Context: an optimization exercise on an open-source flow, tuned for small area and a short achievable clock period. The choices shown serve that exercise and are no tape-out recipe.
The RTL was checked by simulation tests, not by an equivalence proof against the original design.
No activity file was given, so power comes from the tool's default toggle rates.

[run.sh]
#!/bin/bash
# synth_recipe.tcl (not shown) runs the flow's synth.tcl, then flattens the netlist and writes it again
# the make line also repeats each setting of config.mk as NAME=value (left out here)
make -C /OpenROAD-flow-scripts/flow DESIGN_CONFIG=/design/flow/config.mk WORK_HOME=/design/flow/orfs CLKGATE_MAP_FILE= SYNTH_SCRIPT=/design/flow/synth_recipe.tcl finish
[config.mk]
export PLATFORM = sky130hd
export DESIGN_NAME = fft_peak_detect
export DESIGN_NICKNAME = fft_peak_detect
export VERILOG_FILES = /design/flow/design.v
export SDC_FILE = /design/flow/constraint.sdc
export NUM_CORES = 4
export LEC_CHECK = 0
export CAP_MARGIN = 20
export CORE_MARGIN = 2
export CORE_UTILIZATION = 40
export PLACE_DENSITY = 0.6
export SLEW_MARGIN = 20
[constraint.sdc]
create_clock -name core_clock -period 8.0 [get_ports {CLOCK_50}]
set_input_delay 1.6000 -clock core_clock [delete_from_list [all_inputs] [get_ports {CLOCK_50}]]
set_output_delay 1.6000 -clock core_clock [all_outputs]
set_load 0.01 [all_outputs]
[design.v]
package fft_peak_detect_pkg;
  function automatic integer fft_bin_w(input integer n_points);
    fft_bin_w = $clog2(n_points);
  endfunction
endpackage
module fft_mag_sq_cs (
  input  logic [15:0] a,
  input  logic [15:0] b,
  output logic [31:0] s,
  output logic [31:0] c
);
  wire pa_0_1 = a[0] & a[1];
  wire pa_0_2 = a[0] & a[2];
  wire pa_0_3 = a[0] & a[3];
  wire pa_0_4 = a[0] & a[4];
  wire pa_0_5 = a[0] & a[5];
  wire pa_0_6 = a[0] & a[6];
  wire pa_0_7 = a[0] & a[7];
  wire pa_0_8 = a[0] & a[8];
  wire pa_0_9 = a[0] & a[9];
  wire pa_0_10 = a[0] & a[10];
  wire pa_0_11 = a[0] & a[11];
  wire pa_0_12 = a[0] & a[12];
  wire pa_0_13 = a[0] & a[13];
  wire pa_0_14 = a[0] & a[14];
  wire pa_1_2 = a[1] & a[2];
  wire pa_1_3 = a[1] & a[3];
  wire pa_1_4 = a[1] & a[4];
  wire pa_1_5 = a[1] & a[5];
  wire pa_1_6 = a[1] & a[6];
  wire pa_1_7 = a[1] & a[7];
  wire pa_1_8 = a[1] & a[8];
  wire pa_1_9 = a[1] & a[9];
  wire pa_1_10 = a[1] & a[10];
  wire pa_1_11 = a[1] & a[11];
  wire pa_1_12 = a[1] & a[12];
  wire pa_1_13 = a[1] & a[13];
  wire pa_1_14 = a[1] & a[14];
  wire pa_2_3 = a[2] & a[3];
  wire pa_2_4 = a[2] & a[4];
  wire pa_2_5 = a[2] & a[5];
  wire pa_2_6 = a[2] & a[6];
  wire pa_2_7 = a[2] & a[7];
  wire pa_2_8 = a[2] & a[8];
  wire pa_2_9 = a[2] & a[9];
  wire pa_2_10 = a[2] & a[10];
  wire pa_2_11 = a[2] & a[11];
  wire pa_2_12 = a[2] & a[12];
  wire pa_2_13 = a[2] & a[13];
  wire pa_2_14 = a[2] & a[14];
  wire pa_3_4 = a[3] & a[4];
  wire pa_3_5 = a[3] & a[5];
  wire pa_3_6 = a[3] & a[6];
  wire pa_3_7 = a[3] & a[7];
  wire pa_3_8 = a[3] & a[8];
  wire pa_3_9 = a[3] & a[9];
  wire pa_3_10 = a[3] & a[10];
  wire pa_3_11 = a[3] & a[11];
  wire pa_3_12 = a[3] & a[12];
  wire pa_3_13 = a[3] & a[13];
  wire pa_3_14 = a[3] & a[14];
  wire pa_4_5 = a[4] & a[5];
  wire pa_4_6 = a[4] & a[6];
  wire pa_4_7 = a[4] & a[7];
  wire pa_4_8 = a[4] & a[8];
  wire pa_4_9 = a[4] & a[9];
  wire pa_4_10 = a[4] & a[10];
  wire pa_4_11 = a[4] & a[11];
  wire pa_4_12 = a[4] & a[12];
  wire pa_4_13 = a[4] & a[13];
  wire pa_4_14 = a[4] & a[14];
  wire pa_5_6 = a[5] & a[6];
  wire pa_5_7 = a[5] & a[7];
  wire pa_5_8 = a[5] & a[8];
  wire pa_5_9 = a[5] & a[9];
  wire pa_5_10 = a[5] & a[10];
  wire pa_5_11 = a[5] & a[11];
  wire pa_5_12 = a[5] & a[12];
  wire pa_5_13 = a[5] & a[13];
  wire pa_5_14 = a[5] & a[14];
  wire pa_6_7 = a[6] & a[7];
  wire pa_6_8 = a[6] & a[8];
  wire pa_6_9 = a[6] & a[9];
  wire pa_6_10 = a[6] & a[10];
  wire pa_6_11 = a[6] & a[11];
  wire pa_6_12 = a[6] & a[12];
  wire pa_6_13 = a[6] & a[13];
  wire pa_6_14 = a[6] & a[14];
  wire pa_7_8 = a[7] & a[8];
  wire pa_7_9 = a[7] & a[9];
  wire pa_7_10 = a[7] & a[10];
  wire pa_7_11 = a[7] & a[11];
  wire pa_7_12 = a[7] & a[12];
  wire pa_7_13 = a[7] & a[13];
  wire pa_7_14 = a[7] & a[14];
  wire pa_8_9 = a[8] & a[9];
  wire pa_8_10 = a[8] & a[10];
  wire pa_8_11 = a[8] & a[11];
  wire pa_8_12 = a[8] & a[12];
  wire pa_8_13 = a[8] & a[13];
  wire pa_8_14 = a[8] & a[14];
  wire pa_9_10 = a[9] & a[10];
  wire pa_9_11 = a[9] & a[11];
  wire pa_9_12 = a[9] & a[12];
  wire pa_9_13 = a[9] & a[13];
  wire pa_9_14 = a[9] & a[14];
  wire pa_10_11 = a[10] & a[11];
  wire pa_10_12 = a[10] & a[12];
  wire pa_10_13 = a[10] & a[13];
  wire pa_10_14 = a[10] & a[14];
  wire pa_11_12 = a[11] & a[12];
  wire pa_11_13 = a[11] & a[13];
  wire pa_11_14 = a[11] & a[14];
  wire pa_12_13 = a[12] & a[13];
  wire pa_12_14 = a[12] & a[14];
  wire pa_13_14 = a[13] & a[14];
  wire pb_0_1 = b[0] & b[1];
  wire pb_0_2 = b[0] & b[2];
  wire pb_0_3 = b[0] & b[3];
  wire pb_0_4 = b[0] & b[4];
  wire pb_0_5 = b[0] & b[5];
  wire pb_0_6 = b[0] & b[6];
  wire pb_0_7 = b[0] & b[7];
  wire pb_0_8 = b[0] & b[8];
  wire pb_0_9 = b[0] & b[9];
  wire pb_0_10 = b[0] & b[10];
  wire pb_0_11 = b[0] & b[11];
  wire pb_0_12 = b[0] & b[12];
  wire pb_0_13 = b[0] & b[13];
  wire pb_0_14 = b[0] & b[14];
  wire pb_1_2 = b[1] & b[2];
  wire pb_1_3 = b[1] & b[3];
  wire pb_1_4 = b[1] & b[4];
  wire pb_1_5 = b[1] & b[5];
  wire pb_1_6 = b[1] & b[6];
  wire pb_1_7 = b[1] & b[7];
  wire pb_1_8 = b[1] & b[8];
  wire pb_1_9 = b[1] & b[9];
  wire pb_1_10 = b[1] & b[10];
  wire pb_1_11 = b[1] & b[11];
  wire pb_1_12 = b[1] & b[12];
  wire pb_1_13 = b[1] & b[13];
  wire pb_1_14 = b[1] & b[14];
  wire pb_2_3 = b[2] & b[3];
  wire pb_2_4 = b[2] & b[4];
  wire pb_2_5 = b[2] & b[5];
  wire pb_2_6 = b[2] & b[6];
  wire pb_2_7 = b[2] & b[7];
  wire pb_2_8 = b[2] & b[8];
  wire pb_2_9 = b[2] & b[9];
  wire pb_2_10 = b[2] & b[10];
  wire pb_2_11 = b[2] & b[11];
  wire pb_2_12 = b[2] & b[12];
  wire pb_2_13 = b[2] & b[13];
  wire pb_2_14 = b[2] & b[14];
  wire pb_3_4 = b[3] & b[4];
  wire pb_3_5 = b[3] & b[5];
  wire pb_3_6 = b[3] & b[6];
  wire pb_3_7 = b[3] & b[7];
  wire pb_3_8 = b[3] & b[8];
  wire pb_3_9 = b[3] & b[9];
  wire pb_3_10 = b[3] & b[10];
  wire pb_3_11 = b[3] & b[11];
  wire pb_3_12 = b[3] & b[12];
  wire pb_3_13 = b[3] & b[13];
  wire pb_3_14 = b[3] & b[14];
  wire pb_4_5 = b[4] & b[5];
  wire pb_4_6 = b[4] & b[6];
  wire pb_4_7 = b[4] & b[7];
  wire pb_4_8 = b[4] & b[8];
  wire pb_4_9 = b[4] & b[9];
  wire pb_4_10 = b[4] & b[10];
  wire pb_4_11 = b[4] & b[11];
  wire pb_4_12 = b[4] & b[12];
  wire pb_4_13 = b[4] & b[13];
  wire pb_4_14 = b[4] & b[14];
  wire pb_5_6 = b[5] & b[6];
  wire pb_5_7 = b[5] & b[7];
  wire pb_5_8 = b[5] & b[8];
  wire pb_5_9 = b[5] & b[9];
  wire pb_5_10 = b[5] & b[10];
  wire pb_5_11 = b[5] & b[11];
  wire pb_5_12 = b[5] & b[12];
  wire pb_5_13 = b[5] & b[13];
  wire pb_5_14 = b[5] & b[14];
  wire pb_6_7 = b[6] & b[7];
  wire pb_6_8 = b[6] & b[8];
  wire pb_6_9 = b[6] & b[9];
  wire pb_6_10 = b[6] & b[10];
  wire pb_6_11 = b[6] & b[11];
  wire pb_6_12 = b[6] & b[12];
  wire pb_6_13 = b[6] & b[13];
  wire pb_6_14 = b[6] & b[14];
  wire pb_7_8 = b[7] & b[8];
  wire pb_7_9 = b[7] & b[9];
  wire pb_7_10 = b[7] & b[10];
  wire pb_7_11 = b[7] & b[11];
  wire pb_7_12 = b[7] & b[12];
  wire pb_7_13 = b[7] & b[13];
  wire pb_7_14 = b[7] & b[14];
  wire pb_8_9 = b[8] & b[9];
  wire pb_8_10 = b[8] & b[10];
  wire pb_8_11 = b[8] & b[11];
  wire pb_8_12 = b[8] & b[12];
  wire pb_8_13 = b[8] & b[13];
  wire pb_8_14 = b[8] & b[14];
  wire pb_9_10 = b[9] & b[10];
  wire pb_9_11 = b[9] & b[11];
  wire pb_9_12 = b[9] & b[12];
  wire pb_9_13 = b[9] & b[13];
  wire pb_9_14 = b[9] & b[14];
  wire pb_10_11 = b[10] & b[11];
  wire pb_10_12 = b[10] & b[12];
  wire pb_10_13 = b[10] & b[13];
  wire pb_10_14 = b[10] & b[14];
  wire pb_11_12 = b[11] & b[12];
  wire pb_11_13 = b[11] & b[13];
  wire pb_11_14 = b[11] & b[14];
  wire pb_12_13 = b[12] & b[13];
  wire pb_12_14 = b[12] & b[14];
  wire pb_13_14 = b[13] & b[14];
  wire hs0 = a[6] ^ b[6];
  wire hc0 = a[6] & b[6];
  wire fs1 = a[7] ^ b[7] ^ pa_0_13;
  wire fc1 = (a[7] & b[7]) | (a[7] & pa_0_13) | (b[7] & pa_0_13);
  wire hs2 = pa_1_12 ^ pa_2_11;
  wire hc2 = pa_1_12 & pa_2_11;
  wire fs3 = pa_0_14 ^ pa_1_13 ^ pa_2_12;
  wire fc3 = (pa_0_14 & pa_1_13) | (pa_0_14 & pa_2_12) | (pa_1_13 & pa_2_12);
  wire hs4 = pa_3_11 ^ pa_4_10;
  wire hc4 = pa_3_11 & pa_4_10;
  wire fs5 = a[8] ^ b[8] ^ pa_1_14;
  wire fc5 = (a[8] & b[8]) | (a[8] & pa_1_14) | (b[8] & pa_1_14);
  wire fs6 = pa_2_13 ^ pa_3_12 ^ pa_4_11;
  wire fc6 = (pa_2_13 & pa_3_12) | (pa_2_13 & pa_4_11) | (pa_3_12 & pa_4_11);
  wire hs7 = pa_5_10 ^ pa_6_9;
  wire hc7 = pa_5_10 & pa_6_9;
  wire fs8 = pa_2_14 ^ pa_3_13 ^ pa_4_12;
  wire fc8 = (pa_2_14 & pa_3_13) | (pa_2_14 & pa_4_12) | (pa_3_13 & pa_4_12);
  wire fs9 = a[9] ^ b[9] ^ pa_3_14;
  wire fc9 = (a[9] & b[9]) | (a[9] & pa_3_14) | (b[9] & pa_3_14);
  wire hs10 = a[4] ^ b[4];
  wire hc10 = a[4] & b[4];
  wire fs11 = a[5] ^ b[5] ^ pa_0_9;
  wire fc11 = (a[5] & b[5]) | (a[5] & pa_0_9) | (b[5] & pa_0_9);
  wire hs12 = pa_1_8 ^ pa_2_7;
  wire hc12 = pa_1_8 & pa_2_7;
  wire fs13 = pa_0_10 ^ pa_1_9 ^ pa_2_8;
  wire fc13 = (pa_0_10 & pa_1_9) | (pa_0_10 & pa_2_8) | (pa_1_9 & pa_2_8);
  wire hs14 = pa_3_7 ^ pa_4_6;
  wire hc14 = pa_3_7 & pa_4_6;
  wire fs15 = pa_0_11 ^ pa_1_10 ^ pa_2_9;
  wire fc15 = (pa_0_11 & pa_1_10) | (pa_0_11 & pa_2_9) | (pa_1_10 & pa_2_9);
  wire fs16 = pa_3_8 ^ pa_4_7 ^ pa_5_6;
  wire fc16 = (pa_3_8 & pa_4_7) | (pa_3_8 & pa_5_6) | (pa_4_7 & pa_5_6);
  wire fs17 = pb_0_11 ^ pb_1_10 ^ pb_2_9;
  wire fc17 = (pb_0_11 & pb_1_10) | (pb_0_11 & pb_2_9) | (pb_1_10 & pb_2_9);
  wire fs18 = pa_0_12 ^ pa_1_11 ^ pa_2_10;
  wire fc18 = (pa_0_12 & pa_1_11) | (pa_0_12 & pa_2_10) | (pa_1_11 & pa_2_10);
  wire fs19 = pa_3_9 ^ pa_4_8 ^ pa_5_7;
  wire fc19 = (pa_3_9 & pa_4_8) | (pa_3_9 & pa_5_7) | (pa_4_8 & pa_5_7);
  wire fs20 = pb_0_12 ^ pb_1_11 ^ pb_2_10;
  wire fc20 = (pb_0_12 & pb_1_11) | (pb_0_12 & pb_2_10) | (pb_1_11 & pb_2_10);
  wire hs21 = pb_3_9 ^ pb_4_8;
  wire hc21 = pb_3_9 & pb_4_8;
  wire fs22 = pa_3_10 ^ pa_4_9 ^ pa_5_8;
  wire fc22 = (pa_3_10 & pa_4_9) | (pa_3_10 & pa_5_8) | (pa_4_9 & pa_5_8);
  wire fs23 = pa_6_7 ^ pb_0_13 ^ pb_1_12;
  wire fc23 = (pa_6_7 & pb_0_13) | (pa_6_7 & pb_1_12) | (pb_0_13 & pb_1_12);
  wire fs24 = pb_2_11 ^ pb_3_10 ^ pb_4_9;
  wire fc24 = (pb_2_11 & pb_3_10) | (pb_2_11 & pb_4_9) | (pb_3_10 & pb_4_9);
  wire fs25 = pb_5_8 ^ pb_6_7 ^ hs2;
  wire fc25 = (pb_5_8 & pb_6_7) | (pb_5_8 & hs2) | (pb_6_7 & hs2);
  wire fs26 = pa_5_9 ^ pa_6_8 ^ pb_0_14;
  wire fc26 = (pa_5_9 & pa_6_8) | (pa_5_9 & pb_0_14) | (pa_6_8 & pb_0_14);
  wire fs27 = pb_1_13 ^ pb_2_12 ^ pb_3_11;
  wire fc27 = (pb_1_13 & pb_2_12) | (pb_1_13 & pb_3_11) | (pb_2_12 & pb_3_11);
  wire fs28 = pb_4_10 ^ pb_5_9 ^ pb_6_8;
  wire fc28 = (pb_4_10 & pb_5_9) | (pb_4_10 & pb_6_8) | (pb_5_9 & pb_6_8);
  wire fs29 = hc2 ^ hs4 ^ fc1;
  wire fc29 = (hc2 & hs4) | (hc2 & fc1) | (hs4 & fc1);
  wire fs30 = pa_7_8 ^ pb_1_14 ^ pb_2_13;
  wire fc30 = (pa_7_8 & pb_1_14) | (pa_7_8 & pb_2_13) | (pb_1_14 & pb_2_13);
  wire fs31 = pb_3_12 ^ pb_4_11 ^ pb_5_10;
  wire fc31 = (pb_3_12 & pb_4_11) | (pb_3_12 & pb_5_10) | (pb_4_11 & pb_5_10);
  wire fs32 = pb_6_9 ^ pb_7_8 ^ hc4;
  wire fc32 = (pb_6_9 & pb_7_8) | (pb_6_9 & hc4) | (pb_7_8 & hc4);
  wire fs33 = hs7 ^ fc3 ^ fs5;
  wire fc33 = (hs7 & fc3) | (hs7 & fs5) | (fc3 & fs5);
  wire fs34 = pa_5_11 ^ pa_6_10 ^ pa_7_9;
  wire fc34 = (pa_5_11 & pa_6_10) | (pa_5_11 & pa_7_9) | (pa_6_10 & pa_7_9);
  wire fs35 = pb_2_14 ^ pb_3_13 ^ pb_4_12;
  wire fc35 = (pb_2_14 & pb_3_13) | (pb_2_14 & pb_4_12) | (pb_3_13 & pb_4_12);
  wire fs36 = pb_5_11 ^ pb_6_10 ^ pb_7_9;
  wire fc36 = (pb_5_11 & pb_6_10) | (pb_5_11 & pb_7_9) | (pb_6_10 & pb_7_9);
  wire fs37 = hc7 ^ fc5 ^ fc6;
  wire fc37 = (hc7 & fc5) | (hc7 & fc6) | (fc5 & fc6);
  wire fs38 = pa_4_13 ^ pa_5_12 ^ pa_6_11;
  wire fc38 = (pa_4_13 & pa_5_12) | (pa_4_13 & pa_6_11) | (pa_5_12 & pa_6_11);
  wire fs39 = pa_7_10 ^ pa_8_9 ^ pb_3_14;
  wire fc39 = (pa_7_10 & pa_8_9) | (pa_7_10 & pb_3_14) | (pa_8_9 & pb_3_14);
  wire fs40 = pb_4_13 ^ pb_5_12 ^ pb_6_11;
  wire fc40 = (pb_4_13 & pb_5_12) | (pb_4_13 & pb_6_11) | (pb_5_12 & pb_6_11);
  wire fs41 = pb_7_10 ^ pb_8_9 ^ fc8;
  wire fc41 = (pb_7_10 & pb_8_9) | (pb_7_10 & fc8) | (pb_8_9 & fc8);
  wire fs42 = pa_4_14 ^ pa_5_13 ^ pa_6_12;
  wire fc42 = (pa_4_14 & pa_5_13) | (pa_4_14 & pa_6_12) | (pa_5_13 & pa_6_12);
  wire fs43 = pa_7_11 ^ pa_8_10 ^ pb_4_14;
  wire fc43 = (pa_7_11 & pa_8_10) | (pa_7_11 & pb_4_14) | (pa_8_10 & pb_4_14);
  wire fs44 = pb_5_13 ^ pb_6_12 ^ pb_7_11;
  wire fc44 = (pb_5_13 & pb_6_12) | (pb_5_13 & pb_7_11) | (pb_6_12 & pb_7_11);
  wire fs45 = a[10] ^ b[10] ^ pa_5_14;
  wire fc45 = (a[10] & b[10]) | (a[10] & pa_5_14) | (b[10] & pa_5_14);
  wire fs46 = pa_6_13 ^ pa_7_12 ^ pa_8_11;
  wire fc46 = (pa_6_13 & pa_7_12) | (pa_6_13 & pa_8_11) | (pa_7_12 & pa_8_11);
  wire fs47 = pa_9_10 ^ pb_5_14 ^ pb_6_13;
  wire fc47 = (pa_9_10 & pb_5_14) | (pa_9_10 & pb_6_13) | (pb_5_14 & pb_6_13);
  wire fs48 = pa_6_14 ^ pa_7_13 ^ pa_8_12;
  wire fc48 = (pa_6_14 & pa_7_13) | (pa_6_14 & pa_8_12) | (pa_7_13 & pa_8_12);
  wire fs49 = a[11] ^ b[11] ^ pa_7_14;
  wire fc49 = (a[11] & b[11]) | (a[11] & pa_7_14) | (b[11] & pa_7_14);
  wire fs50 = a[3] ^ b[3] ^ pa_0_5;
  wire fc50 = (a[3] & b[3]) | (a[3] & pa_0_5) | (b[3] & pa_0_5);
  wire hs51 = pa_0_6 ^ pa_1_5;
  wire hc51 = pa_0_6 & pa_1_5;
  wire fs52 = pa_0_7 ^ pa_1_6 ^ pa_2_5;
  wire fc52 = (pa_0_7 & pa_1_6) | (pa_0_7 & pa_2_5) | (pa_1_6 & pa_2_5);
  wire fs53 = pa_3_4 ^ pb_0_7 ^ pb_1_6;
  wire fc53 = (pa_3_4 & pb_0_7) | (pa_3_4 & pb_1_6) | (pb_0_7 & pb_1_6);
  wire fs54 = pa_0_8 ^ pa_1_7 ^ pa_2_6;
  wire fc54 = (pa_0_8 & pa_1_7) | (pa_0_8 & pa_2_6) | (pa_1_7 & pa_2_6);
  wire fs55 = pa_3_5 ^ pb_0_8 ^ pb_1_7;
  wire fc55 = (pa_3_5 & pb_0_8) | (pa_3_5 & pb_1_7) | (pb_0_8 & pb_1_7);
  wire hs56 = pb_2_6 ^ pb_3_5;
  wire hc56 = pb_2_6 & pb_3_5;
  wire fs57 = pa_3_6 ^ pa_4_5 ^ pb_0_9;
  wire fc57 = (pa_3_6 & pa_4_5) | (pa_3_6 & pb_0_9) | (pa_4_5 & pb_0_9);
  wire fs58 = pb_1_8 ^ pb_2_7 ^ pb_3_6;
  wire fc58 = (pb_1_8 & pb_2_7) | (pb_1_8 & pb_3_6) | (pb_2_7 & pb_3_6);
  wire fs59 = pb_4_5 ^ hs12 ^ fs11;
  wire fc59 = (pb_4_5 & hs12) | (pb_4_5 & fs11) | (hs12 & fs11);
  wire fs60 = pb_0_10 ^ pb_1_9 ^ pb_2_8;
  wire fc60 = (pb_0_10 & pb_1_9) | (pb_0_10 & pb_2_8) | (pb_1_9 & pb_2_8);
  wire fs61 = pb_3_7 ^ pb_4_6 ^ hc12;
  wire fc61 = (pb_3_7 & pb_4_6) | (pb_3_7 & hc12) | (pb_4_6 & hc12);
  wire fs62 = hs14 ^ fc11 ^ fs13;
  wire fc62 = (hs14 & fc11) | (hs14 & fs13) | (fc11 & fs13);
  wire fs63 = pb_3_8 ^ pb_4_7 ^ pb_5_6;
  wire fc63 = (pb_3_8 & pb_4_7) | (pb_3_8 & pb_5_6) | (pb_4_7 & pb_5_6);
  wire fs64 = hs0 ^ hc14 ^ fc13;
  wire fc64 = (hs0 & hc14) | (hs0 & fc13) | (hc14 & fc13);
  wire fs65 = fs15 ^ fs16 ^ fs17;
  wire fc65 = (fs15 & fs16) | (fs15 & fs17) | (fs16 & fs17);
  wire fs66 = pb_5_7 ^ hc0 ^ hs21;
  wire fc66 = (pb_5_7 & hc0) | (pb_5_7 & hs21) | (hc0 & hs21);
  wire fs67 = fc15 ^ fc16 ^ fc17;
  wire fc67 = (fc15 & fc16) | (fc15 & fc17) | (fc16 & fc17);
  wire fs68 = fs18 ^ fs19 ^ fs20;
  wire fc68 = (fs18 & fs19) | (fs18 & fs20) | (fs19 & fs20);
  wire fs69 = hc21 ^ fs1 ^ fc18;
  wire fc69 = (hc21 & fs1) | (hc21 & fc18) | (fs1 & fc18);
  wire fs70 = fc19 ^ fc20 ^ fs22;
  wire fc70 = (fc19 & fc20) | (fc19 & fs22) | (fc20 & fs22);
  wire fs71 = fs23 ^ fs24 ^ fs25;
  wire fc71 = (fs23 & fs24) | (fs23 & fs25) | (fs24 & fs25);
  wire fs72 = fs3 ^ fc22 ^ fc23;
  wire fc72 = (fs3 & fc22) | (fs3 & fc23) | (fc22 & fc23);
  wire fs73 = fc24 ^ fs26 ^ fs27;
  wire fc73 = (fc24 & fs26) | (fc24 & fs27) | (fs26 & fs27);
  wire fs74 = fs28 ^ fc25 ^ fs29;
  wire fc74 = (fs28 & fc25) | (fs28 & fs29) | (fc25 & fs29);
  wire fs75 = fs6 ^ fc26 ^ fc27;
  wire fc75 = (fs6 & fc26) | (fs6 & fc27) | (fc26 & fc27);
  wire fs76 = fc28 ^ fs30 ^ fs31;
  wire fc76 = (fc28 & fs30) | (fc28 & fs31) | (fs30 & fs31);
  wire fs77 = fs32 ^ fc29 ^ fs33;
  wire fc77 = (fs32 & fc29) | (fs32 & fs33) | (fc29 & fs33);
  wire fs78 = fs8 ^ fc30 ^ fc31;
  wire fc78 = (fs8 & fc30) | (fs8 & fc31) | (fc30 & fc31);
  wire fs79 = fs34 ^ fs35 ^ fs36;
  wire fc79 = (fs34 & fs35) | (fs34 & fs36) | (fs35 & fs36);
  wire fs80 = fc32 ^ fc33 ^ fs37;
  wire fc80 = (fc32 & fc33) | (fc32 & fs37) | (fc33 & fs37);
  wire fs81 = fs9 ^ fc34 ^ fc35;
  wire fc81 = (fs9 & fc34) | (fs9 & fc35) | (fc34 & fc35);
  wire fs82 = fc36 ^ fs38 ^ fs39;
  wire fc82 = (fc36 & fs38) | (fc36 & fs39) | (fs38 & fs39);
  wire fs83 = fs40 ^ fc37 ^ fs41;
  wire fc83 = (fs40 & fc37) | (fs40 & fs41) | (fc37 & fs41);
  wire fs84 = pb_8_10 ^ fc9 ^ fc38;
  wire fc84 = (pb_8_10 & fc9) | (pb_8_10 & fc38) | (fc9 & fc38);
  wire fs85 = fc39 ^ fc40 ^ fs42;
  wire fc85 = (fc39 & fc40) | (fc39 & fs42) | (fc40 & fs42);
  wire fs86 = fs43 ^ fs44 ^ fc41;
  wire fc86 = (fs43 & fs44) | (fs43 & fc41) | (fs44 & fc41);
  wire fs87 = pb_7_12 ^ pb_8_11 ^ pb_9_10;
  wire fc87 = (pb_7_12 & pb_8_11) | (pb_7_12 & pb_9_10) | (pb_8_11 & pb_9_10);
  wire fs88 = fc42 ^ fc43 ^ fc44;
  wire fc88 = (fc42 & fc43) | (fc42 & fc44) | (fc43 & fc44);
  wire fs89 = fs45 ^ fs46 ^ fs47;
  wire fc89 = (fs45 & fs46) | (fs45 & fs47) | (fs46 & fs47);
  wire fs90 = pa_9_11 ^ pb_6_14 ^ pb_7_13;
  wire fc90 = (pa_9_11 & pb_6_14) | (pa_9_11 & pb_7_13) | (pb_6_14 & pb_7_13);
  wire fs91 = pb_8_12 ^ pb_9_11 ^ fc45;
  wire fc91 = (pb_8_12 & pb_9_11) | (pb_8_12 & fc45) | (pb_9_11 & fc45);
  wire fs92 = fc46 ^ fc47 ^ fs48;
  wire fc92 = (fc46 & fc47) | (fc46 & fs48) | (fc47 & fs48);
  wire fs93 = pa_8_13 ^ pa_9_12 ^ pa_10_11;
  wire fc93 = (pa_8_13 & pa_9_12) | (pa_8_13 & pa_10_11) | (pa_9_12 & pa_10_11);
  wire fs94 = pb_7_14 ^ pb_8_13 ^ pb_9_12;
  wire fc94 = (pb_7_14 & pb_8_13) | (pb_7_14 & pb_9_12) | (pb_8_13 & pb_9_12);
  wire fs95 = pb_10_11 ^ fc48 ^ fs49;
  wire fc95 = (pb_10_11 & fc48) | (pb_10_11 & fs49) | (fc48 & fs49);
  wire fs96 = pa_8_14 ^ pa_9_13 ^ pa_10_12;
  wire fc96 = (pa_8_14 & pa_9_13) | (pa_8_14 & pa_10_12) | (pa_9_13 & pa_10_12);
  wire fs97 = pb_8_14 ^ pb_9_13 ^ pb_10_12;
  wire fc97 = (pb_8_14 & pb_9_13) | (pb_8_14 & pb_10_12) | (pb_9_13 & pb_10_12);
  wire fs98 = a[12] ^ b[12] ^ pa_9_14;
  wire fc98 = (a[12] & b[12]) | (a[12] & pa_9_14) | (b[12] & pa_9_14);
  wire fs99 = pa_10_13 ^ pa_11_12 ^ pb_9_14;
  wire fc99 = (pa_10_13 & pa_11_12) | (pa_10_13 & pb_9_14) | (pa_11_12 & pb_9_14);
  wire fs100 = a[2] ^ b[2] ^ pa_0_3;
  wire fc100 = (a[2] & b[2]) | (a[2] & pa_0_3) | (b[2] & pa_0_3);
  wire hs101 = pa_0_4 ^ pa_1_3;
  wire hc101 = pa_0_4 & pa_1_3;
  wire fs102 = pa_1_4 ^ pa_2_3 ^ pb_0_5;
  wire fc102 = (pa_1_4 & pa_2_3) | (pa_1_4 & pb_0_5) | (pa_2_3 & pb_0_5);
  wire hs103 = pb_1_4 ^ pb_2_3;
  wire hc103 = pb_1_4 & pb_2_3;
  wire fs104 = pa_2_4 ^ pb_0_6 ^ pb_1_5;
  wire fc104 = (pa_2_4 & pb_0_6) | (pa_2_4 & pb_1_5) | (pb_0_6 & pb_1_5);
  wire fs105 = pb_2_4 ^ hs51 ^ fc50;
  wire fc105 = (pb_2_4 & hs51) | (pb_2_4 & fc50) | (hs51 & fc50);
  wire fs106 = pb_2_5 ^ pb_3_4 ^ hs10;
  wire fc106 = (pb_2_5 & pb_3_4) | (pb_2_5 & hs10) | (pb_3_4 & hs10);
  wire fs107 = hc51 ^ fs52 ^ fs53;
  wire fc107 = (hc51 & fs52) | (hc51 & fs53) | (fs52 & fs53);
  wire fs108 = hc10 ^ hs56 ^ fc52;
  wire fc108 = (hc10 & hs56) | (hc10 & fc52) | (hs56 & fc52);
  wire fs109 = fc53 ^ fs54 ^ fs55;
  wire fc109 = (fc53 & fs54) | (fc53 & fs55) | (fs54 & fs55);
  wire fs110 = hc56 ^ fc54 ^ fc55;
  wire fc110 = (hc56 & fc54) | (hc56 & fc55) | (fc54 & fc55);
  wire fs111 = fs57 ^ fs58 ^ fs59;
  wire fc111 = (fs57 & fs58) | (fs57 & fs59) | (fs58 & fs59);
  wire fs112 = fc57 ^ fc58 ^ fs60;
  wire fc112 = (fc57 & fc58) | (fc57 & fs60) | (fc58 & fs60);
  wire fs113 = fs61 ^ fc59 ^ fs62;
  wire fc113 = (fs61 & fc59) | (fs61 & fs62) | (fc59 & fs62);
  wire fs114 = fc60 ^ fs63 ^ fc61;
  wire fc114 = (fc60 & fs63) | (fc60 & fc61) | (fs63 & fc61);
  wire fs115 = fc62 ^ fs64 ^ fs65;
  wire fc115 = (fc62 & fs64) | (fc62 & fs65) | (fs64 & fs65);
  wire fs116 = fc63 ^ fs66 ^ fc64;
  wire fc116 = (fc63 & fs66) | (fc63 & fc64) | (fs66 & fc64);
  wire fs117 = fc65 ^ fs67 ^ fs68;
  wire fc117 = (fc65 & fs67) | (fc65 & fs68) | (fs67 & fs68);
  wire fs118 = fc66 ^ fc67 ^ fc68;
  wire fc118 = (fc66 & fc67) | (fc66 & fc68) | (fc67 & fc68);
  wire fs119 = fs69 ^ fs70 ^ fs71;
  wire fc119 = (fs69 & fs70) | (fs69 & fs71) | (fs70 & fs71);
  wire fs120 = fc69 ^ fc70 ^ fs72;
  wire fc120 = (fc69 & fc70) | (fc69 & fs72) | (fc70 & fs72);
  wire fs121 = fs73 ^ fc71 ^ fs74;
  wire fc121 = (fs73 & fc71) | (fs73 & fs74) | (fc71 & fs74);
  wire fs122 = fc72 ^ fc73 ^ fs75;
  wire fc122 = (fc72 & fc73) | (fc72 & fs75) | (fc73 & fs75);
  wire fs123 = fs76 ^ fc74 ^ fs77;
  wire fc123 = (fs76 & fc74) | (fs76 & fs77) | (fc74 & fs77);
  wire fs124 = fc75 ^ fc76 ^ fs78;
  wire fc124 = (fc75 & fc76) | (fc75 & fs78) | (fc76 & fs78);
  wire fs125 = fs79 ^ fc77 ^ fs80;
  wire fc125 = (fs79 & fc77) | (fs79 & fs80) | (fc77 & fs80);
  wire fs126 = fc78 ^ fc79 ^ fs81;
  wire fc126 = (fc78 & fc79) | (fc78 & fs81) | (fc79 & fs81);
  wire fs127 = fs82 ^ fc80 ^ fs83;
  wire fc127 = (fs82 & fc80) | (fs82 & fs83) | (fc80 & fs83);
  wire fs128 = fc81 ^ fc82 ^ fs84;
  wire fc128 = (fc81 & fc82) | (fc81 & fs84) | (fc82 & fs84);
  wire fs129 = fs85 ^ fc83 ^ fs86;
  wire fc129 = (fs85 & fc83) | (fs85 & fs86) | (fc83 & fs86);
  wire fs130 = fs87 ^ fc84 ^ fc85;
  wire fc130 = (fs87 & fc84) | (fs87 & fc85) | (fc84 & fc85);
  wire fs131 = fs88 ^ fs89 ^ fc86;
  wire fc131 = (fs88 & fs89) | (fs88 & fc86) | (fs89 & fc86);
  wire fs132 = fc87 ^ fs90 ^ fc88;
  wire fc132 = (fc87 & fs90) | (fc87 & fc88) | (fs90 & fc88);
  wire fs133 = fc89 ^ fs91 ^ fs92;
  wire fc133 = (fc89 & fs91) | (fc89 & fs92) | (fs91 & fs92);
  wire fs134 = fc90 ^ fs93 ^ fs94;
  wire fc134 = (fc90 & fs93) | (fc90 & fs94) | (fs93 & fs94);
  wire fs135 = fc91 ^ fc92 ^ fs95;
  wire fc135 = (fc91 & fc92) | (fc91 & fs95) | (fc92 & fs95);
  wire fs136 = fc49 ^ fc93 ^ fc94;
  wire fc136 = (fc49 & fc93) | (fc49 & fc94) | (fc93 & fc94);
  wire fs137 = fs96 ^ fs97 ^ fc95;
  wire fc137 = (fs96 & fs97) | (fs96 & fc95) | (fs97 & fc95);
  wire fs138 = pb_10_13 ^ pb_11_12 ^ fc96;
  wire fc138 = (pb_10_13 & pb_11_12) | (pb_10_13 & fc96) | (pb_11_12 & fc96);
  wire fs139 = fc97 ^ fs98 ^ fs99;
  wire fc139 = (fc97 & fs98) | (fc97 & fs99) | (fs98 & fs99);
  wire fs140 = pa_10_14 ^ pa_11_13 ^ pb_10_14;
  wire fc140 = (pa_10_14 & pa_11_13) | (pa_10_14 & pb_10_14) | (pa_11_13 & pb_10_14);
  wire fs141 = pb_11_13 ^ fc98 ^ fc99;
  wire fc141 = (pb_11_13 & fc98) | (pb_11_13 & fc99) | (fc98 & fc99);
  wire fs142 = a[13] ^ b[13] ^ pa_11_14;
  wire fc142 = (a[13] & b[13]) | (a[13] & pa_11_14) | (b[13] & pa_11_14);
  wire fs143 = pa_12_13 ^ pb_11_14 ^ pb_12_13;
  wire fc143 = (pa_12_13 & pb_11_14) | (pa_12_13 & pb_12_13) | (pb_11_14 & pb_12_13);
  wire hs144 = a[1] ^ b[1];
  wire hc144 = a[1] & b[1];
  wire hs145 = pa_1_2 ^ pb_0_3;
  wire hc145 = pa_1_2 & pb_0_3;
  wire fs146 = pb_0_4 ^ pb_1_3 ^ hs101;
  wire fc146 = (pb_0_4 & pb_1_3) | (pb_0_4 & hs101) | (pb_1_3 & hs101);
  wire fs147 = hc101 ^ hs103 ^ fs50;
  wire fc147 = (hc101 & hs103) | (hc101 & fs50) | (hs103 & fs50);
  wire fs148 = hc103 ^ fc102 ^ fs104;
  wire fc148 = (hc103 & fc102) | (hc103 & fs104) | (fc102 & fs104);
  wire fs149 = fc104 ^ fs106 ^ fc105;
  wire fc149 = (fc104 & fs106) | (fc104 & fc105) | (fs106 & fc105);
  wire fs150 = fc106 ^ fc107 ^ fs108;
  wire fc150 = (fc106 & fc107) | (fc106 & fs108) | (fc107 & fs108);
  wire fs151 = fc108 ^ fc109 ^ fs110;
  wire fc151 = (fc108 & fc109) | (fc108 & fs110) | (fc109 & fs110);
  wire fs152 = fc110 ^ fs112 ^ fc111;
  wire fc152 = (fc110 & fs112) | (fc110 & fc111) | (fs112 & fc111);
  wire fs153 = fc112 ^ fs114 ^ fc113;
  wire fc153 = (fc112 & fs114) | (fc112 & fc113) | (fs114 & fc113);
  wire fs154 = fc114 ^ fc115 ^ fs116;
  wire fc154 = (fc114 & fc115) | (fc114 & fs116) | (fc115 & fs116);
  wire fs155 = fc116 ^ fc117 ^ fs118;
  wire fc155 = (fc116 & fc117) | (fc116 & fs118) | (fc117 & fs118);
  wire fs156 = fc118 ^ fs120 ^ fc119;
  wire fc156 = (fc118 & fs120) | (fc118 & fc119) | (fs120 & fc119);
  wire fs157 = fc120 ^ fs122 ^ fc121;
  wire fc157 = (fc120 & fs122) | (fc120 & fc121) | (fs122 & fc121);
  wire fs158 = fc122 ^ fs124 ^ fc123;
  wire fc158 = (fc122 & fs124) | (fc122 & fc123) | (fs124 & fc123);
  wire fs159 = fc124 ^ fs126 ^ fc125;
  wire fc159 = (fc124 & fs126) | (fc124 & fc125) | (fs126 & fc125);
  wire fs160 = fc126 ^ fs128 ^ fc127;
  wire fc160 = (fc126 & fs128) | (fc126 & fc127) | (fs128 & fc127);
  wire fs161 = fc128 ^ fs130 ^ fc129;
  wire fc161 = (fc128 & fs130) | (fc128 & fc129) | (fs130 & fc129);
  wire fs162 = fc130 ^ fs132 ^ fs133;
  wire fc162 = (fc130 & fs132) | (fc130 & fs133) | (fs132 & fs133);
  wire fs163 = fs134 ^ fc132 ^ fc133;
  wire fc163 = (fs134 & fc132) | (fs134 & fc133) | (fc132 & fc133);
  wire fs164 = fc134 ^ fs136 ^ fc135;
  wire fc164 = (fc134 & fs136) | (fc134 & fc135) | (fs136 & fc135);
  wire fs165 = fc136 ^ fs138 ^ fs139;
  wire fc165 = (fc136 & fs138) | (fc136 & fs139) | (fs138 & fs139);
  wire fs166 = fs140 ^ fc138 ^ fc139;
  wire fc166 = (fs140 & fc138) | (fs140 & fc139) | (fc138 & fc139);
  wire fs167 = fc140 ^ fs142 ^ fs143;
  wire fc167 = (fc140 & fs142) | (fc140 & fs143) | (fs142 & fs143);
  wire fs168 = pa_12_14 ^ pb_12_14 ^ fc142;
  wire fc168 = (pa_12_14 & pb_12_14) | (pa_12_14 & fc142) | (pb_12_14 & fc142);
  wire fs169 = a[14] ^ b[14] ^ pa_13_14;
  wire fc169 = (a[14] & b[14]) | (a[14] & pa_13_14) | (b[14] & pa_13_14);
  wire hs170 = pa_0_1 ^ pb_0_1;
  wire hc170 = pa_0_1 & pb_0_1;
  wire fs171 = pa_0_2 ^ pb_0_2 ^ hc144;
  wire fc171 = (pa_0_2 & pb_0_2) | (pa_0_2 & hc144) | (pb_0_2 & hc144);
  wire fs172 = pb_1_2 ^ hs145 ^ fs100;
  wire fc172 = (pb_1_2 & hs145) | (pb_1_2 & fs100) | (hs145 & fs100);
  wire fs173 = hc145 ^ fc100 ^ fs146;
  wire fc173 = (hc145 & fc100) | (hc145 & fs146) | (fc100 & fs146);
  wire fs174 = fs102 ^ fc146 ^ fs147;
  wire fc174 = (fs102 & fc146) | (fs102 & fs147) | (fc146 & fs147);
  wire fs175 = fs105 ^ fc147 ^ fs148;
  wire fc175 = (fs105 & fc147) | (fs105 & fs148) | (fc147 & fs148);
  wire fs176 = fs107 ^ fc148 ^ fs149;
  wire fc176 = (fs107 & fc148) | (fs107 & fs149) | (fc148 & fs149);
  wire fs177 = fs109 ^ fc149 ^ fs150;
  wire fc177 = (fs109 & fc149) | (fs109 & fs150) | (fc149 & fs150);
  wire fs178 = fs111 ^ fc150 ^ fs151;
  wire fc178 = (fs111 & fc150) | (fs111 & fs151) | (fc150 & fs151);
  wire fs179 = fs113 ^ fc151 ^ fs152;
  wire fc179 = (fs113 & fc151) | (fs113 & fs152) | (fc151 & fs152);
  wire fs180 = fs115 ^ fc152 ^ fs153;
  wire fc180 = (fs115 & fc152) | (fs115 & fs153) | (fc152 & fs153);
  wire fs181 = fs117 ^ fc153 ^ fs154;
  wire fc181 = (fs117 & fc153) | (fs117 & fs154) | (fc153 & fs154);
  wire fs182 = fs119 ^ fc154 ^ fs155;
  wire fc182 = (fs119 & fc154) | (fs119 & fs155) | (fc154 & fs155);
  wire fs183 = fs121 ^ fc155 ^ fs156;
  wire fc183 = (fs121 & fc155) | (fs121 & fs156) | (fc155 & fs156);
  wire fs184 = fs123 ^ fc156 ^ fs157;
  wire fc184 = (fs123 & fc156) | (fs123 & fs157) | (fc156 & fs157);
  wire fs185 = fs125 ^ fc157 ^ fs158;
  wire fc185 = (fs125 & fc157) | (fs125 & fs158) | (fc157 & fs158);
  wire fs186 = fs127 ^ fc158 ^ fs159;
  wire fc186 = (fs127 & fc158) | (fs127 & fs159) | (fc158 & fs159);
  wire fs187 = fs129 ^ fc159 ^ fs160;
  wire fc187 = (fs129 & fc159) | (fs129 & fs160) | (fc159 & fs160);
  wire fs188 = fs131 ^ fc160 ^ fs161;
  wire fc188 = (fs131 & fc160) | (fs131 & fs161) | (fc160 & fs161);
  wire fs189 = fc131 ^ fs162 ^ fc161;
  wire fc189 = (fc131 & fs162) | (fc131 & fc161) | (fs162 & fc161);
  wire fs190 = fs135 ^ fc162 ^ fs163;
  wire fc190 = (fs135 & fc162) | (fs135 & fs163) | (fc162 & fs163);
  wire fs191 = fs137 ^ fc163 ^ fs164;
  wire fc191 = (fs137 & fc163) | (fs137 & fs164) | (fc163 & fs164);
  wire fs192 = fc137 ^ fs165 ^ fc164;
  wire fc192 = (fc137 & fs165) | (fc137 & fc164) | (fs165 & fc164);
  wire fs193 = fs141 ^ fc165 ^ fs166;
  wire fc193 = (fs141 & fc165) | (fs141 & fs166) | (fc165 & fs166);
  wire fs194 = fc141 ^ fs167 ^ fc166;
  wire fc194 = (fc141 & fs167) | (fc141 & fc166) | (fs167 & fc166);
  wire fs195 = fc143 ^ fc167 ^ fs168;
  wire fc195 = (fc143 & fc167) | (fc143 & fs168) | (fc167 & fs168);
  wire fs196 = pb_13_14 ^ fs169 ^ fc168;
  wire fc196 = (pb_13_14 & fs169) | (pb_13_14 & fc168) | (fs169 & fc168);
  wire hs197 = a[0] ^ b[0];
  wire hc197 = a[0] & b[0];
  assign s = {1'b0, a[15], fc169, fc195, fs195, fc193, fs193, fc191, fc190, fs190, fc188, fc187, fc186, fc185, fc184, fc183, fc182, fc181, fc180, fc179, fc178, fc177, fc176, fc175, fc174, fc173, fc172, fc171, hc170, hs144, hc197, hs197};
  assign c = {1'b0, b[15], fc196, fs196, fc194, fs194, fc192, fs192, fs191, fc189, fs189, fs188, fs187, fs186, fs185, fs184, fs183, fs182, fs181, fs180, fs179, fs178, fs177, fs176, fs175, fs174, fs173, fs172, fs171, hs170, 1'b0, 1'b0};
endmodule
module fft_peak_detect #(
  parameter int N_POINTS = 64,
  parameter int DATA_W   = 16,
  parameter int THRESH   = 1024,
  parameter int CONFIRM  = 2,
  parameter int LED_W    = 8,
  localparam int BIN_W   = fft_peak_detect_pkg::fft_bin_w(N_POINTS),
  localparam int MAG_W   = 2*DATA_W+1
) (
  input  logic                 CLOCK_50,
  input  logic                 KEY,
  input  logic                 s_valid,
  input  logic                 s_sop,
  input  logic                 s_eop,
  input  logic signed [DATA_W-1:0] s_re,
  input  logic signed [DATA_W-1:0] s_im,
  output logic                 peak_valid,
  output logic [BIN_W-1:0]     peak_bin,
  output logic [MAG_W-1:0]     peak_mag,
  output logic                 no_signal,
  output logic                 frame_err,
  output logic [LED_W-1:0]     LEDR
);
  logic        k1_sop, k1_eop, k1_pl;
  logic [15:0] re1, im1;
  always_ff @(posedge CLOCK_50) begin
    if (KEY) begin
      k1_sop <= 1'b0;
      k1_eop <= 1'b0;
      k1_pl  <= 1'b0;
    end else begin
      k1_sop <= s_valid & s_sop;
      k1_eop <= s_valid & ~s_sop & s_eop;
      k1_pl  <= s_valid & ~s_sop & ~s_eop;
    end
  end
  always_ff @(posedge CLOCK_50) begin
    re1 <= s_re[15] ? 16'(-s_re) : s_re;
    im1 <= s_im[15] ? 16'(-s_im) : s_im;
  end
  logic        k2_sop, k2_eop, k2_pl;
  logic [31:0] ms_d, mc_d, ms2, mc2;
  fft_mag_sq_cs u_sq (.a(re1), .b(im1), .s(ms_d), .c(mc_d));
  always_ff @(posedge CLOCK_50) begin
    if (KEY) begin
      k2_sop <= 1'b0;
      k2_eop <= 1'b0;
      k2_pl  <= 1'b0;
    end else begin
      k2_sop <= k1_sop;
      k2_eop <= k1_eop;
      k2_pl  <= k1_pl;
    end
  end
  always_ff @(posedge CLOCK_50) begin
    ms2 <= ms_d;
    mc2 <= mc_d;
  end
  logic        inframe, first, armed;
  logic [5:0]  bin_cnt;
  logic [4:0]  max_bin, cand_bin;
  logic [31:0] max_mag, mag;
  logic        gt, compete, upd, last, good_eop, bad, no_sig_now, confirm;
  logic [31:0] dsum;
  logic [4:0]  pbin;
  logic [31:0] pmag;
  assign peak_bin = {1'b0, pbin};
  assign peak_mag = {1'b0, pmag};
  assign mag = ms2 + mc2;
  logic [31:0] cs_s, cs_c;
  assign cs_s = ms2 ^ mc2 ^ ~max_mag;
  assign cs_c = (ms2 & mc2) | (ms2 & ~max_mag) | (mc2 & ~max_mag);
  assign dsum = cs_s + {cs_c[30:0], 1'b0};
  assign gt   = ~dsum[31] & ~max_mag[31];
  assign last     = (bin_cnt == 6'd63);
  assign compete  = inframe & k2_pl & ~bin_cnt[5];
  assign upd      = compete & (first | gt);
  assign good_eop = inframe & k2_eop & last;
  assign bad      = inframe & (k2_sop | (k2_eop & ~last) | (k2_pl & last));
  assign no_sig_now = ~|max_mag[31:10];
  assign confirm  = armed & (max_bin == cand_bin);
  always_ff @(posedge CLOCK_50) begin
    if (upd) begin
      max_mag <= mag;
      max_bin <= bin_cnt[4:0];
    end
  end
  always_ff @(posedge CLOCK_50) begin
    if (k2_sop)
      bin_cnt <= 6'd1;
    else if (k2_pl)
      bin_cnt <= bin_cnt + 6'd1;
  end
  always_ff @(posedge CLOCK_50) begin
    if (k2_sop)
      first <= 1'b1;
    else if (k2_pl)
      first <= 1'b0;
  end
  always_ff @(posedge CLOCK_50) begin
    if (good_eop & ~no_sig_now)
      cand_bin <= max_bin;
  end
  always_ff @(posedge CLOCK_50) begin
    if (KEY) begin
      inframe    <= 1'b0;
      armed      <= 1'b0;
      peak_valid <= 1'b0;
      pbin       <= '0;
      pmag       <= '0;
      no_signal  <= 1'b0;
      frame_err  <= 1'b0;
      LEDR       <= '0;
    end else begin
      peak_valid <= 1'b0;
      if (k2_sop)
        inframe <= 1'b1;
      else if (inframe & ((k2_eop) | (k2_pl & last)))
        inframe <= 1'b0;
      if (bad)
        frame_err <= 1'b1;
      if (good_eop) begin
        no_signal <= no_sig_now;
        armed     <= ~no_sig_now;
        if (no_sig_now) begin
          pbin       <= '0;
          pmag       <= '0;
          LEDR       <= '0;
          peak_valid <= 1'b1;
        end else if (confirm) begin
          pbin       <= max_bin;
          pmag       <= max_mag;
          LEDR       <= LED_W'(1) << max_bin[4:2];
          peak_valid <= 1'b1;
        end
      end
    end
  end
endmodule
==> reports/results.txt, run 1 <==
The number of enable-type register cells in the synthesized netlist was 42; the area after detailed placement was 0.0159 mm2. Of the available clock period, the critical path in the final layout requires 49.1%. The post-detailed-route count of antenna-violating nets came out at 0. The signal on the critical path passes through inv_1, fa_1, fa_1, fa_1, fa_1, fa_1, inv_1, fa_1. The internal power of the cells totals 3.04 mW. Across the run, the number of max-cap violations was 0.

The combinational power share is 55.7%, and the register bit total from synthesis is 197. The placer's final routability congestion estimate is 0.919. Clock latency on the worst-skew pair, taken at its later pin, is 450 ps.

Sequential cells burn 27.8% of the power. Entering global routing, the biggest net connects 57 pins. STA classifies the critical path startpoint as a register. CTS placed an instance of sky130_fd_sc_hd__clkbuf_16 at the clock tree root. Fill cells in the final layout number 3455.

The most common cell after layout, fill and taps aside is sky130_fd_sc_hd__inv_1. In this run the post-CTS setup repair buffer count came out at 0. In the final timing run, aggregate negative setup slack is 0 ps. The run gives 0 as the number of antenna violations at the first check in global routing. In this run the critical register-to-register path is captured at mc2[16]. In the global route stage, met2 resource usage came out at 30.0%.

For this run, global-route usage on met1 was measured as 26.2%. The count of buffers added on input and output ports is 84. Total via count in the routed design: 9981. For this design the total switching power over the nets is 2.39 mW.

The element type at the critical path end is a register. The startpoint identified for the worst hold timing path is im1[15]. The number of setup violations in the final report came out at 0. Among cell families on the critical path, the largest total delay comes from adder cells. The run gives 7.33 nW as the static leakage power. The path class of the tightest hold or removal check is register to register.

The worst reg-to-reg setup slack is 4070 ps. For this run the aggregate overflow at the end of global routing stands at 0. The logs give 25.9 mm for the post-DP HPWL and 0.0363 mm2 for the core footprint.

The first detailed-routing pass ran for 5 iterations. Y dimension of the die: 195 um. The tools report the post-cts gate resize count as 0. The CTS clock-pin slew for the worst setup and hold paths works out to 80 ps. The clock tree synthesis step divided the H-tree into 4 levels.

The startpoint-to-endpoint class of the critical path is register to register. The switching share of power was 44.0%; the share of power burned in the clock network was 16.5%. Once the floorplan was initialized, standard cells occupied 40.3% of the core. The top cell types in the final layout, fill and taps aside, are 285 x sky130_fd_sc_hd__inv_1, 211 x sky130_fd_sc_hd__fa_1, 155 x sky130_fd_sc_hd__dfxtp_1.

The slowest cell on the critical path was sky130_fd_sc_hd__dfxtp_1. The run finished with no timing, DRC or antenna violations. The die area was 0.0382 mm2; the die extent in x was 195 um. The count of warnings emitted by yosys was 1. For this run, design rule violations remaining after detail routing come to 0. The tools report the number of CTS-inserted buffers as 17. The logs give 10700 for the via count of the first global-routing pass and 0.0165 mm2 for the finished layout cell area. STA puts the critical path data arrival time at 4260 ps. The mapped netlist covers 0.0146 mm2. The final count of pins violating max slew was 0. The first global-routing pass estimated 56.1 mm of wire. The length in cells of the worst reg-to-reg path is 8, and the aggregate routed wire length is 33.8 mm. Of all nets on the critical path, the largest fanout is 13. The largest single stage delay on the critical path is 780 ps. After detailed routing, the number of vias per cell comes to 4.96. Power spread over the standard cell area amounts to 329 mW/mm2. The number of buffers and inverters on the critical path is 2.

IR analysis of the VDD net gives a maximum drop of 0.159 mV. The worst hold path terminates at mc2[30]. Across the routed clock network, the largest skew measured is 10.9 ps. The worst max-slew margin expressed relative to the limit is 46.1%, and the number of antenna diodes is 0. After detailed routing, the average wire length per cell comes to 16.8 um. In this run the count of I/O pins placed on the die edge is 87. For this run, global-route usage on met3 was measured as 3.52%.

Sequential elements use 29.8% of the synthesized area. The logs give 18.7% for the aggregate global-route resource usage and 0 for the count of endpoints failing hold in the final timing report. The hold path depth is 0, and the row count is 70. The unique cell type count in the Yosys netlist was 62. TritonCTS built the clock tree.

The area growth from synthesis to layout is 12.8%. The main flop type after synthesis is sky130_fd_sc_hd__dfxtp_1. For this run, asynchronously set or reset flops after synthesis account for 0%.

Setup repair after global routing left no endpoint under its margin. For the worst setup path, the data required time is 8330 ps. The clock passes through at most 2 buffers. The DRC violation total after the first TritonRoute iteration was 451.

The quantity of hold-fixing buffers added after cts is 0. The shortest period the worst path allows is 3930 ps. The launch point of the worst path is re1[7]. In this design, the critical path's most frequently occurring cell is sky130_fd_sc_hd__fa_1. Clock tree synthesis found a total of 197 sinks. At the pin with the least slew margin, the transition time is 807 ps. The number of nets in the layout is 1858. The average instance in the mapped netlist occupies 9.89 um2.

For the timing-limited maximum frequency, the log shows 254 MHz. In the final layout, the share of cells above drive strength 1 is 2.91%. In the synthesized netlist, the number of instances is 1481. Most congested layer reported by global routing: met2.

The worst register-to-register path begins at re1[7].
[registers in the layout, indices dropped and copies added, names as in the netlist, 6 cells and up]
signal / cells
im1: 16
ms2: 31
max_mag: 32
pmag: 32
mc2: 29
LEDR: 8
re1: 16
bin_cnt: 6
[metrics by stage]
| stage | setup WS [ps] | utilization [%] | cells | hold slack [ps] | power, mW |
|---|---|---|---|---|---|
| global placement | 4170 | 43.6 | 1979 | 376 | 4.45 |
| global route | 3970 | 45.4 | 2012 | 399 | 6.02 |
| floorplan | 4440 | - | 1482 | 310 | 3.68 |
| CTS | 4130 | 45.3 | 2011 | 380 | 5.49 |
| finish | 4070 | 45.4 | 2012 | 381 | 5.42 |
| detailed placement | 4140 | 43.6 | 1979 | 376 | 4.57 |
[final cells by class]
| type | instances | area [um2] | area share [%] |
|---|---|---|---|
| Sequential cell | 197 | 4360 | 26.4 |
| Tap cell | 468 | 586 | 3.55 |
| Multi-Input combinational cell | 943 | 8990 | 54.5 |
| Clock buffer | 17 | 425 | 2.58 |
| Timing Repair Buffer | 87 | 881 | 5.33 |
| Clock inverter | 15 | 191 | 1.16 |
| Inverter | 285 | 1070 | 6.48 |
[cells by family (layout without fill, tap and decap cells)]
family	after synthesis	after routing	share of synthesized area, %
fa+ha+maj	290	290	35.6
xor+xnor	61	61	3.65
mux	3	3	0.205
buf+inv	342	404	8.95
compound gates	174	174	7.61
flops	197	197	29.8
other cells	1	2	0.0256
simple gates	413	413	14.2
[Yosys cell counts (all sizes together), types with 3 or more instances]
library cell,instances,area [um2]
and4,3,26.3
a22oi,33,248
xor2,18,158
o211ai,5,37.5
and3,4,25.0
or3,8,50.1
nor3,5,25.0
nand2b,5,31.3
a211oi,5,37.5
ha,79,988
nand3b,3,22.5
mux2i,3,30.0
nand3,11,55.1
dfxtp,155,3100
nor2,89,334
o21ai,33,165
o21bai,3,22.5
o21a,5,37.5
and2,104,651
buf,10,65.1
nand4,14,87.6
nor2b,8,50.1
fa,211,4220
o31ai,6,45.0
nor4b,3,26.3
a21o,10,75.1
nand2,135,507
a21oi,52,260
inv,285,1070
nor4,8,65.1
nor4bb,3,30.0
edfxtp,42,1260
clkbuf,47,176
a31oi,6,37.5
xnor2,43,377
[worst reg2reg max path, stage by stage, from the launching register on]
cell                      delay [ps]
sky130_fd_sc_hd__dfxtp_1         780
sky130_fd_sc_hd__inv_1           220
sky130_fd_sc_hd__fa_1            510
sky130_fd_sc_hd__fa_1            520
sky130_fd_sc_hd__fa_1            440
sky130_fd_sc_hd__fa_1            390
sky130_fd_sc_hd__fa_1            480
sky130_fd_sc_hd__inv_1            50
sky130_fd_sc_hd__fa_1            420
[worst max-delay path by stage]
stage               depth (start not counted)  slack, ps  endpoint
floorplan                                   9       4440   mc2[17]
global placement                            8       4170   mc2[17]
detailed placement                          8       4140   mc2[16]
CTS                                         8       4130   mc2[16]
global route                                8       3970   mc2[16]
finish                                      8       4070   mc2[16]
[metal layers]
metal	part of all wire, %	vias up
li1	-	4735
met5	0	-
met1	48	4914
met3	5.3	47
met4	1.8	0
met2	45	285
[power groups by stage]
stage / clock, mW / sequential, mW / combinational, mW
after floorplan: 0 / 1.40 / 2.28
after global placement: 0 / 1.52 / 2.93
after detailed placement: 0 / 1.53 / 3.04
after CTS: 0.923 / 1.50 / 3.06
after global routing: 0.959 / 1.52 / 3.54
final: 0.895 / 1.51 / 3.02
==> inputs of run 2 (changes only) <==
--- a/config.mk
+++ b/config.mk
@@ -10,3 +10,4 @@
 export CORE_UTILIZATION = 40
 export PLACE_DENSITY = 0.6
+export SETUP_SLACK_MARGIN = 4.5
 export SLEW_MARGIN = 20
==> run 2 against run 1 <==
Net effect: still clean; clock skew is 6.6 ps higher; worst hold slack gained 25 ps; critical endpoint is now mc2[17]; first-iteration DRC count rose by 17%; total power is 1.4% higher; via count is 0.53% higher; final cell count up 1.3%; count of clock-buffer cells in the layout unchanged.
==> reports/results.txt, run 2 <==
The flow ran to the end and the layout has no timing, DRC or antenna violations. The core region is 0.0363 mm2. The run gives 46.4% as the core utilization of the finished layout. For the aggregate routed wire length, the log shows 34.1 mm. The startpoint identified for the worst register-to-register timing path is re1[0]. For the die area, the log shows 0.0382 mm2.

The kind of cell with the highest combined delay along the critical path is adder cells. Setup violations remaining at the end of the flow were counted as 0. Pin placement for this block handled 87 I/O pins. The via count of the first global-routing pass was 10500; the count of buffers inserted at the top-level ports was 84. In this run the cell area measured after placement is 0.0159 mm2. After clock tree synthesis, the flow added hold-fix buffers numbering 0. Once detail routing completed, the nets flagged for antenna violations numbered 0.

With fillers left out, the area of the finished cells amounts to 0.0168 mm2. The post-route netlist has 7.01% of its cells at a drive strength greater than 1. The critical path starts at re1[0].

The library cell used most frequently in the layout, excluding fill and tap cells, is sky130_fd_sc_hd__inv_1. The clock reaches the later pin of the worst-skew pair after 460 ps. In this run the most critical hold path is launched from im1[15]. Of the total power, the share spent switching nets is 43.6%. After synthesis, the share of flip-flops with an asynchronous set or reset is 0%. Setup repair after global routing left no endpoint under its margin. The buffer and inverter count on the worst path came out at 2. In the post-synthesis netlist, the cell with the most instances is sky130_fd_sc_hd__inv_1. The biggest cell delay along the critical path came out at 500 ps. From left edge to right edge, the die measures 195 um. The worst setup path is launched from a register. In this run the number of cells on the critical path is 9. The final count of pins violating max slew was 0; the first-pass iteration count of the detailed router was 5. On the final layout, the worst clock skew is 17.5 ps. Ranked by total cell area, the synthesized netlist is headed by sky130_fd_sc_hd__fa_1 29%, sky130_fd_sc_hd__dfxtp_1 21%, sky130_fd_sc_hd__edfxtp_1 8.6%. The tools report the relative contribution of sequential cells to total power as 27.0%. The area growth from synthesis to layout came out at 15.1%. For this design the static power due to leakage is 7.47 nW. In this run the power density over the cells is 326 mW/mm2.

Number of antenna diodes: 0. The leading area contributor after synthesis is sky130_fd_sc_hd__fa_1. In this run the vertical extent of the chip is 195 um. Routability-driven placement finished with a final weighted congestion of 0.918. The largest buffer count on any clock path was 2. The synthesized cell area is 0.0146 mm2. The DRC violation count after routing is 0, and the number of antenna violations at the first check in global routing is 0.

The shortest period the worst path allows came out at 3400 ps. Counting flops and latches in the post-synthesis netlist gives 197. The run gives 0 as the count of endpoints failing hold in the final timing report. The worst max-slew margin expressed relative to the limit is 56.1%.

The logs give 1884 for the number of nets in the layout and 1481 for the synthesized netlist cell count. The number of cells on the worst reg-to-reg path is 9. The proportion of netlist area held by the largest area contributor was 28.8%. TritonCTS built the clock tree. For this run, the top clock speed supported by timing is 294 MHz. Traced cell by cell, the critical path runs through and2_1, fa_1, inv_1, fa_1, fa_1, fa_2, fa_1, inv_1, fa_1.

Detailed placement finished with a half-perimeter wire length of 25.7 mm. The total via count in the routed design is 10000. The tools report the part of the Yosys area used for sequential elements as 29.8%.

Along the worst hold path, the cell count comes to 0. Aggregate global-route resource usage: 18.6%. The final worst-path cycle share is 42.5%, and the setup TNS is 0 ps. For this block, the initial DRC count from the detailed router was 528. The most numerous cell on the critical path is sky130_fd_sc_hd__fa_1.

The total net switching power came out at 2.40 mW. The cell sitting at the root of the clock tree is a sky130_fd_sc_hd__clkbuf_16. The per-instance average area after synthesis was 9.89 um2.

Among all flip-flop cells after synthesis, the most frequent one is sky130_fd_sc_hd__dfxtp_1. The run gives 8340 ps as the required time of the critical path. The number of enable-type register cells in the synthesized netlist was 42.

The worst-case IR drop observed on VDD is 0.202 mV. The path class of the tightest hold or removal check is register to register. The internal power of the cells totals 3.10 mW.

After synthesis, the netlist uses 62 different library cells. Clock tree synthesis found a total of 197 sinks. The critical path in this run is classified as register to register.

The residual overflow from global routing was 0; the share of power burned in the clock network was 16.8%. The top cell types in the final layout, fill and taps aside, are 281 x sky130_fd_sc_hd__inv_1, 207 x sky130_fd_sc_hd__fa_1, 135 x sky130_fd_sc_hd__nand2_1. Combinational logic burns 56.2% of the power. The initial utilization of the core area, before any placement, comes to 40.3%. Entering global routing, the biggest net connects 57 pins. In this run the number of H-tree levels came out at 4. Along the worst path, the maximum fanout reaches 8. The number of clock buffers added by TritonCTS is 17. The average routed wire per standard cell came out at 16.7 um.

By count the netlist is led by 285 x sky130_fd_sc_hd__inv_1, 211 x sky130_fd_sc_hd__fa_1, 155 x sky130_fd_sc_hd__dfxtp_1. In the routed layout, each cell is associated on average with a via count of 4.92. The total of max-cap violations was 0; the data arrival at the endpoint of the critical path was 3740 ps. After clock tree synthesis, the clock-pin slew on the worst setup and hold paths is 80 ps. The first global-routing pass estimated 55.2 mm of wire.

The largest registers in the layout are max_mag: 32 flops, pmag: 32 flops, ms2: 31 flops. The floorplan has 70 rows. On the critical path, the stage with the largest delay is an instance of sky130_fd_sc_hd__fa_1.

The pin slew with the least headroom to its limit was 653 ps; the count of warnings emitted by yosys was 1. Element type at the critical path end: a register.
-- run 2: cell types whose count changed in the layout (fill, tap and decap cells not counted), sizes merged --
cell | before | now
buf | 4 | 28
bufinv | 0 | 1
clkbuf | 17 | 18
clkinv | 6 | 7
clkinvlp | 0 | 1
inv | 294 | 291
nand3 | 11 | 12
-- run 2: kinds of logic after synthesis --
group / Yosys count / share of synthesized area (%)
compound gates: 174 / 7.61
xor+xnor: 61 / 3.65
fa+ha+maj: 290 / 35.6
buf+inv: 342 / 8.95
flops: 197 / 29.8
mux: 3 / 0.205
other cells: 1 / 0.0256
simple gates: 413 / 14.2
-- run 2: final timing paths --
| kind | endpoint | slack (ps) |
|---|---|---|
| worst max register to register | mc2[17] | 4600 |
| worst min register to register | mc2[30] | 410 |
| worst min-delay path | mc2[30] | 410 |
| worst max-delay path | mc2[17] | 4600 |
-- run 2: worst reg2reg max path, delay by kind of cell, from the launching register on --
family / cells / cell delay, ps
adder cells (fa/ha/maj): 6 / 2600
buffers and inverters: 2 / 130
flip-flops: 1 / 390
AND/OR/NAND/NOR: 1 / 170
-- run 2: area by class of cell --
class,instances,area [um2]
clock buffer,17,425
clock inverter,15,223
fill,3448,19500
inverter,285,1070
multi-input combinational,944,9030
sequential,197,4450
tap,468,586
timing repair buffer,112,1060
-- run 2: per-stage QoR --
step	std cells	power [mW]	hold WS, ps	worst slack (ps)
after floorplan	1482	3.68	310	4510
after global placement	1979	4.47	378	4130
after detailed placement	1979	4.57	374	4110
after CTS	2012	5.53	386	4450
after global routing	2038	6.08	390	4500
final	2038	5.50	406	4600
-- run 2: power groups by stage --
stage | registers (mW) | clock network, mW | logic [mW]
4_1_cts | 1.50 | 0.952 | 3.07
2_1_floorplan | 1.40 | 0 | 2.28
3_5_place_dp | 1.52 | 0 | 3.05
6_report | 1.48 | 0.924 | 3.09
5_1_grt | 1.51 | 0.987 | 3.59
3_3_place_gp | 1.52 | 0 | 2.94
-- run 2: repair_timing --
item                       in CTS  in global routing
cloned                          0                  1
pin swaps                       0                  6
resized for setup              39                 22
buffers inserted                1                 24
setup endpoints to repair      60                 50
-- run 2: layer usage --
layer  vias to the layer above  part of all wire (%)  global-route usage [%]  wire length, um
li1                       4789                     -                       -                -
met1                      4915                    47                    25.5            15900
met2                       295                    46                    30.2            15600
met3                        35                   5.7                    3.35             1920
met4                         0                   1.7                    5.29              575
met5                         -                     0                       0                0

[separate check: timing with driven ports]
How much do the figures lean on ideal ports? The routed layouts below were timed once more, with nothing changed but the port constraints. Step 1: set_driving_cell puts a clkbuf_16 on CLOCK_50 and a buf_2 on each other input, an assumption about the parent block. Step 2 adds t to the input delays and takes it off the output delays; t is the mean of the earliest and latest rising clock arrival at the registers after step 1. Input paths then give back, and output paths get back, about the clock's delay inside the block. Slacks: no drivers / after step 1 / after step 2; pairs: no drivers / after step 1.
run	shift t [ns]	slack for setup (ns)	slew at the worst register clock pin (ns)	cell pins on the clock port's net
run 1	0.498	4.070 / 4.070 / 4.070	0.09 / 0.09	1
run 2	0.502	4.598 / 4.598 / 4.405	0.09 / 0.09	1
After both steps every run listed still meets setup and hold. The setup slack of run 2, which loses most, moves by 0.000 ns with the drivers and by -0.193 ns with both steps.
